This design comes from an exercise in tuning for small area on the open sky130 flow, not from production work.
Function was checked by simulation only, so behaviour that the tests miss may differ from the original.

==> flow/design.v, too long to show whole: its modules and the start of the top module <==
// module fma_unit: 6162 lines
// module g_a21o: 8 lines
// module g_a21oi: 8 lines
// module g_fa: 10 lines
// module g_ha: 9 lines
// module g_inv: 6 lines
// module g_mux2i: 8 lines
// module g_nand2: 7 lines
// module g_nand3: 8 lines
// module g_nand4: 9 lines
// module g_nor2: 7 lines
// module g_o21ai: 8 lines
// module g_o22ai: 9 lines
// module g_or3: 8 lines
// module g_or4: 9 lines
// module g_xnor2: 7 lines
// module g_xor2: 7 lines
module fma_unit (
    input  logic        clk_i,
    input  logic        rst_i,
    input  logic        start_i,
    input  logic [31:0] a_i,
    input  logic [31:0] b_i,
    input  logic [31:0] c_i,
    input  logic        sub_i,
    input  logic [2:0]  rnd_i,
    output logic        done_o,
    output logic [37:0] res_o
);
  // ...
==> flow/flow/run.sh <==
#!/bin/bash
# Standard layout, with the port buffers made of the smallest buffer cell.
cp standard.sh standard_sh.log
export BUFFER_PORTS_ARGS="-buffer_cell sky130_fd_sc_hd__buf_1"
bash standard.sh > standard.log 2>&1
==> flow/standard.sh <==
#!/bin/bash
# synth_recipe.tcl (not shown) runs the flow's synth.tcl, then flattens the netlist and writes it again
# the make line also repeats each setting of config.mk as NAME=value (left out here)
make -C /OpenROAD-flow-scripts/flow DESIGN_CONFIG=/design/flow/config.mk WORK_HOME=/design/flow/orfs CLKGATE_MAP_FILE= SYNTH_SCRIPT=/design/flow/synth_recipe.tcl "${@:-finish}"
==> flow/config.mk <==
export PLATFORM = sky130hd
export DESIGN_NAME = fma_unit
export DESIGN_NICKNAME = fma_unit
export VERILOG_FILES = /design/flow/design.v
export SDC_FILE = /design/flow/constraint.sdc
export NUM_CORES = 4
export LEC_CHECK = 0
export CAP_MARGIN = 20
export CORE_MARGIN = 2
export CORE_UTILIZATION = 60
export CTS_BUF_LIST = sky130_fd_sc_hd__clkbuf_8
export SLEW_MARGIN = 20
export SYNTH_HIERARCHICAL = 1
==> flow/constraint.sdc <==
create_clock -name core_clock -period 13.0 [get_ports {clk_i}]
set_input_delay 2.6000 -clock core_clock [delete_from_list [all_inputs] [get_ports {clk_i}]]
set_output_delay 2.6000 -clock core_clock [all_outputs]
set_load 0.01 [all_outputs]
==> impl_metrics.csv, run 1 <==
group,metric,value,unit
floorplanning,design.die.area,0.04532,sq mm
timing,rsz0062_at_grt,"false",
finish,nNetsFinal,3785,
finish,postLayoutCellArea,0.02871,sq mm
finish,drive_gt1_share,7.035,%
yosys,synthAdderAreaFrac,28.80,%
critical_path,crit_path_end,"q_m[0]",
clock_tree,cts_tree,"yes",
place,dpl_cell_area,0.02823,sq mm
finish,final_common_cell,"o22ai_1",
finish,largest_register_ffs,47,
finish,nNonClkInverters,311,
yosys,yosysTopAreaCell,"fa_1",
timing,setup_ws,0.6482,ns
critical_path,r2r-start,"r_pbig",
finish,fin_util,66.64,%
finish,layout.nonclk_buf_share,4.232,%
critical_path,cp.depth,53,
place,place_congestion,1.018,
detailed_routing,dr_total_vias,26127,
yosys,synth-edff-count,0,
critical_path,r2r-end,"q_m[0]",
yosys,yosys.cell_count.top_type,"o22ai_1",
run_status,status,"timing/DRC/antenna clean",
critical_path,startpoint_type,"flop",
yosys,ys_seq_elements,139,
global_routing,antenna_found_initial,3,
detailed_routing,dr_wl_met3,10160,um
min_path,min_delay_worst_endpoint,"q_e[6]",
yosys,syn_inst,3013,
critical_path,path_delay_family,"simple AND/OR/NAND/NOR gates",
yosys,synth_area,0.02618,sq mm
detailed_routing,detail-route-antenna-nets,0,
clock_tree,cts_sinks,139,
clock_tree,cts.path.max_buffers,2,
==> run 2: changes to the inputs <==
--- a/flow/design.v
+++ b/flow/design.v
@@ -4875,21 +4875,21 @@
             r_valid <= 1'b0;
         else
             r_valid <= start_i;
     end
     always_ff @(posedge clk_i)
     begin
         r_p <= p_norm;
         r_m <= sp ? sp_mant : (c_zero ? 23'd0 : c_m);
-        r_chid <= !c_zero;
+        r_chid <= !c_zero | sp;
         r_e <= sp ? {2'b0, sp_exp} : eb1;
-        r_sh <= sh;
-        r_pbig <= p_big;
-        r_esub <= p_sign ^ c_sign;
+        r_sh <= sp ? 6'd63 : sh;
+        r_pbig <= p_big & !sp;
+        r_esub <= (p_sign ^ c_sign) & !sp;
         r_sign <= sp ? sp_sign : (p_big ? p_sign : c_sign);
         r_kind <= sp_kind;
         r_rdn <= (rnd_i == 3'd2);
     end
     logic [50:0] sum;
     logic        sum_zero;
     logic [5:0]  lz;
     logic [24:0] norm;
@@ -6086,21 +6086,21 @@
     logic        q_sign;
     logic [9:0]  q_e;
     logic [5:0]  q_lz;
     logic [22:0] q_m;
     logic [1:0]  q_rs;
     logic [1:0]  q_kind;
     always_ff @(posedge clk_i)
     begin
-        q_sign <= (r_kind == 2'd0 && sum_zero) ? r_rdn : r_sign;
+        q_sign <= sum_zero ? r_rdn : r_sign;
         q_e <= r_e;
         q_lz <= lz;
-        q_m <= (r_kind != 2'd0) ? r_m : norm[23:1];
-        q_rs <= (r_kind != 2'd0) ? 2'b00 : {norm[0], rs0};
+        q_m <= norm[23:1];
+        q_rs <= {norm[0], rs0};
         q_kind <= r_kind;
     end
     logic [9:0] exp_n;
     g_xor2 u_w3123 (w3123, q_e[0], q_lz[0]);
     g_inv u_w3124 (w3124, q_e[0]);
     g_nand2 u_w3125 (w3125, w3124, q_lz[0]);
     g_inv u_w3126 (w3126, q_lz[1]);
     g_fa u_w3127 (w3127, w3128, q_e[1], w3126, w3125);
==> flow/config.mk (replaced) <==
export PLATFORM = sky130hd
export DESIGN_NAME = fma_unit
export DESIGN_NICKNAME = fma_unit
export VERILOG_FILES = /design/flow/design.v
export SDC_FILE = /design/flow/constraint.sdc
export NUM_CORES = 4
export LEC_CHECK = 0
export CAP_MARGIN = 20
export CORE_MARGIN = 2
export CORE_UTILIZATION = 40
export CTS_BUF_LIST = sky130_fd_sc_hd__clkbuf_8
export SLEW_MARGIN = 20
export SYNTH_HIERARCHICAL = 1
==> run 2 against run 1 <==
Register-to-register slack improved by 0.17 ns. Global-route usage decreased by 15 points. Worst setup slack better by 0.17 ns. Area after synthesis down 1.0%. Via count decreased by 7.5%. Clock skew fell by 0.012 ns. Utilization fell by 22 points. Die area grew 47%. Critical path type unchanged. Non-clock buffer count is 8 higher.
==> impl_metrics.csv, run 2 <==
group,metric,value,unit
run_status,status,"timing/DRC/antenna clean",
finish,area_growth,11.17,%
detailed_routing,wl_met1,37640,um
critical_path,path_common_cell,"inv_1",
flow_run,cap_violations,0,
detailed_routing,detail-route-antenna-nets,0,
detailed_routing,routedWlPerCell,21.61,um
finish,fillers,6441,
critical_path,max_stage_delay,0.70,ns
critical_path,ff2ff_path_depth,53,
clock_tree,cts_tree,"yes",
clock_tree,cts_sinks,139,
detailed_routing,drt_wl_total,88750,um
place,dp_slack,0.6689,ns
floorplanning,die_w,258.5,um
min_path,min-delay-path-class,"flop to flop",
yosys,yosysTopAreaCell,"fa_1",
yosys,synth_area,0.02591,sq mm
clock_tree,clock_latency,0.48,ns
detailed_routing,first_iter_violations,2274,
timing,skew,0.01416,ns
timing,relSlewSlack,22.38,%
detailed_routing,drt-pass1-iter-count,6,
critical_path,critical_path_buf_inv_count,11,
critical_path,startpoint_type,"flop",
floorplanning,design.die.area,0.06682,sq mm
global_routing,grt_remaining_overflow,0,
global_routing,antenna_found_initial,4,
floorplanning,start_util,40.34,%
yosys,avgSynthCellArea,8.659,sq um
global_routing,grt_pass1_vias,23868,
clock_tree,cts_hold_buf,0,
floorplanning,die_h,258.5,um
yosys,syn_inst,2992,
finish,final_common_cell,"o22ai_1",
detailed_routing,dr_wl_met3,7300,um
critical_path,end_kind,"flop",
place,place_hpwl,70500,um
timing,fmax,82.11,MHz
yosys,yosys-top-cells-area,"fa_1, o22ai_1, xor2_1",
timing,tightest_slew,1.159,ns
timing,fin_crit_sh,93.68,%
yosys,yosys.cell_count.top_type,"o22ai_1",
timing,slew_violations,0,
timing,setup_viol,0,
finish,drive_gt1_share,6.837,%
critical_path,worst_ep_arrival_time,12.56,ns
place,dpl_cell_area,0.02838,sq mm
detailed_routing,drc,0,
timing,tns,0,ns
yosys,yosys.area.top_type_share,20.94,%
finish,top_register,"r_p",
finish,fin_util,44.84,%
finish,multi_input_area,0.02215,sq mm
finish,reg.largest.list,"r_p: 47 flops, q_m: 23 flops, r_m: 23 flops",
detailed_routing,dr_total_vias,24173,
clock_tree,cts.path.max_buffers,2,
timing,rsz0062_at_grt,"false",
clock_tree,cts_made_buffers,17,
yosys,synth-edff-count,0,
place,portBuffers,141,
yosys,synth_ff_type,"dfxtp_1",
yosys,synthesis.nets,3535,
yosys,ys_types,51,
floorplanning,io_pins,142,
detailed_routing,top_layer,"met4",
yosys,ys_top_cells_by_count,"o22ai_1, xor2_1, inv_1, fa_1, nand2_1",
critical_path,cp.required,13.38,ns
critical_path,cp_slowest_cell,"or4_4",
clock_tree,cts_max_level,4,
floorplanning,core.rowCount,93,
timing,hold_viol_final,0,
critical_path,cp.depth,53,
detailed_routing,wl_met2,41030,um
finish,regArea,0.002793,sq mm
yosys,ys_seq_elements,139,
finish,nNetsFinal,3777,
critical_path,path_delay_family,"simple AND/OR/NAND/NOR gates",
yosys,yosysSeqAreaShare,10.74,%
finish,largest_register_ffs,47,
finish,layout_common_cells,"o22ai_1, xor2_1, inv_1",
critical_path,critical_path_class,"flop to flop",
global_routing,grt_pass1_wl,136200,um
timing,setup_ws,0.8218,ns
critical_path,path_max_fanout,55,
detailed_routing,via_per_inst,5.887,
clock_tree,clk_pin_slew,0.09,ns
clock_tree,clockRootBuffer,"clkbuf_8",
yosys,yosysWarnings,7,
global_routing,grtUsageTotal,25.92,%
floorplanning,core_region_area,0.06423,sq mm
timing,min_period,12.18,ns
global_routing,grt_max_degree,56,
place,place_congestion,0.9858,
finish,postLayoutCellArea,0.02880,sq mm
min_path,holdPathStages,0,
yosys,synthArstFlopShare,0,%
-- run 2: routing by layer --
layer  vias up  GRT usage (%)
met5         -              0
met4         0          9.586
met3       170          4.441
met2      1166          42.56
met1     11516          34.17
li1      11321              -
-- run 2: path summary, 6_finish.rpt --
kind	startpoint	to	slack, ns
max	r_pbig	q_rs[0]	0.82
min	r_kind[0]	q_kind[0]	0.32
max reg2reg	r_pbig	q_rs[0]	0.82
min reg2reg	r_kind[0]	q_kind[0]	0.32
-- run 2: logic make-up (layout without fill, tap and decap cells) --
| family | Yosys count | count (layout) | synth area share, % |
|---|---|---|---|
| adder cells (fa/ha/maj) | 440 | 440 | 29.10 |
| AO/OA/AOI/OAI | 843 | 843 | 21.59 |
| AND/OR/NAND/NOR | 569 | 570 | 9.837 |
| multiplexers | 201 | 201 | 7.790 |
| flip-flops | 139 | 139 | 10.74 |
| XOR/XNOR | 483 | 483 | 16.33 |
| other | 1 | 5 | 0.01447 |
| buffers and inverters | 316 | 570 | 4.602 |
-- run 2: what timing repair did --
item / CTS / global route
endpoints found under the setup margin: 0 / 25
buffers inserted: 0 / 4
gates resized for setup: 0 / 1
-- run 2: cell type report --
type,count,area share (%)
multi-input combinational,2538,76.92
sequential,139,9.696
timing repair buffer,233,4.370
inverter,302,3.988
tap,855,3.714
clock buffer,17,0.8124
clock inverter,15,0.4040
timing repair inverter,3,0.06082
antenna,4,0.03475
-- run 2: worst register-to-register path: cells and delay by family, from the launching register on --
| family | cells | cell delay [ns] |
|---|---|---|
| buffers and inverters | 11 | 1.73 |
| AND/OR/NAND/NOR | 21 | 5.68 |
| AO/OA/AOI/OAI | 14 | 2.50 |
| XOR/XNOR | 2 | 0.25 |
| multiplexers | 5 | 1.48 |
| flip-flops | 1 | 0.46 |
-- run 2: per-module statistics from Yosys (local to each module, per instance), excerpt --
module    flip-flops and latches  cells inside  times used
fma_unit                     139           429           1
g_a21oi                        0             1          33
g_ha                           0             1         169
g_mux2i                        0             1         198
g_nand3                        0             1           1
g_o22ai                        0             1         574
g_xor2                         0             1         401
-- run 2: stage by stage --
step / instances / hold WS (ns)
floorplan: 2992 / 0.3096
global placement: 4062 / 0.3096
detailed placement: 4062 / 0.3121
CTS: 4094 / 0.3257
global route: 4106 / 0.3370
finish: 4106 / 0.3210

afterwards: timing with drivers on the ports:
The flow's constraints put no driver on any port. The routed layouts listed below were extracted and timed again, unchanged, in two steps. Step 1 assumes that a clkbuf_16 drives the clock port and a buf_2 every other input. Step 2 adds t to the input delays and takes it off the output delays; t is the mean of the earliest and latest rising clock arrival at the registers after step 1. Input paths then give back, and output paths get back, about the clock's delay inside the block. a / b / c = ideal ports / drivers / drivers and shift; a / b = the first two.
run | shift t [ns] | setup slack, ns | hold WS [ns] | clock arrival spread, ns
run 1 | 0.526 | 0.648 / 0.648 / 0.341 | 0.330 / 0.330 / 0.330 | 0.028 / 0.028
run 2 | 0.516 | 0.822 / 0.822 / 0.563 | 0.321 / 0.321 / 0.321 | 0.014 / 0.014
After both steps every run listed still meets setup and hold. The setup slack of run 1, which loses most, moves by 0.000 ns with the drivers and by -0.307 ns with both steps.
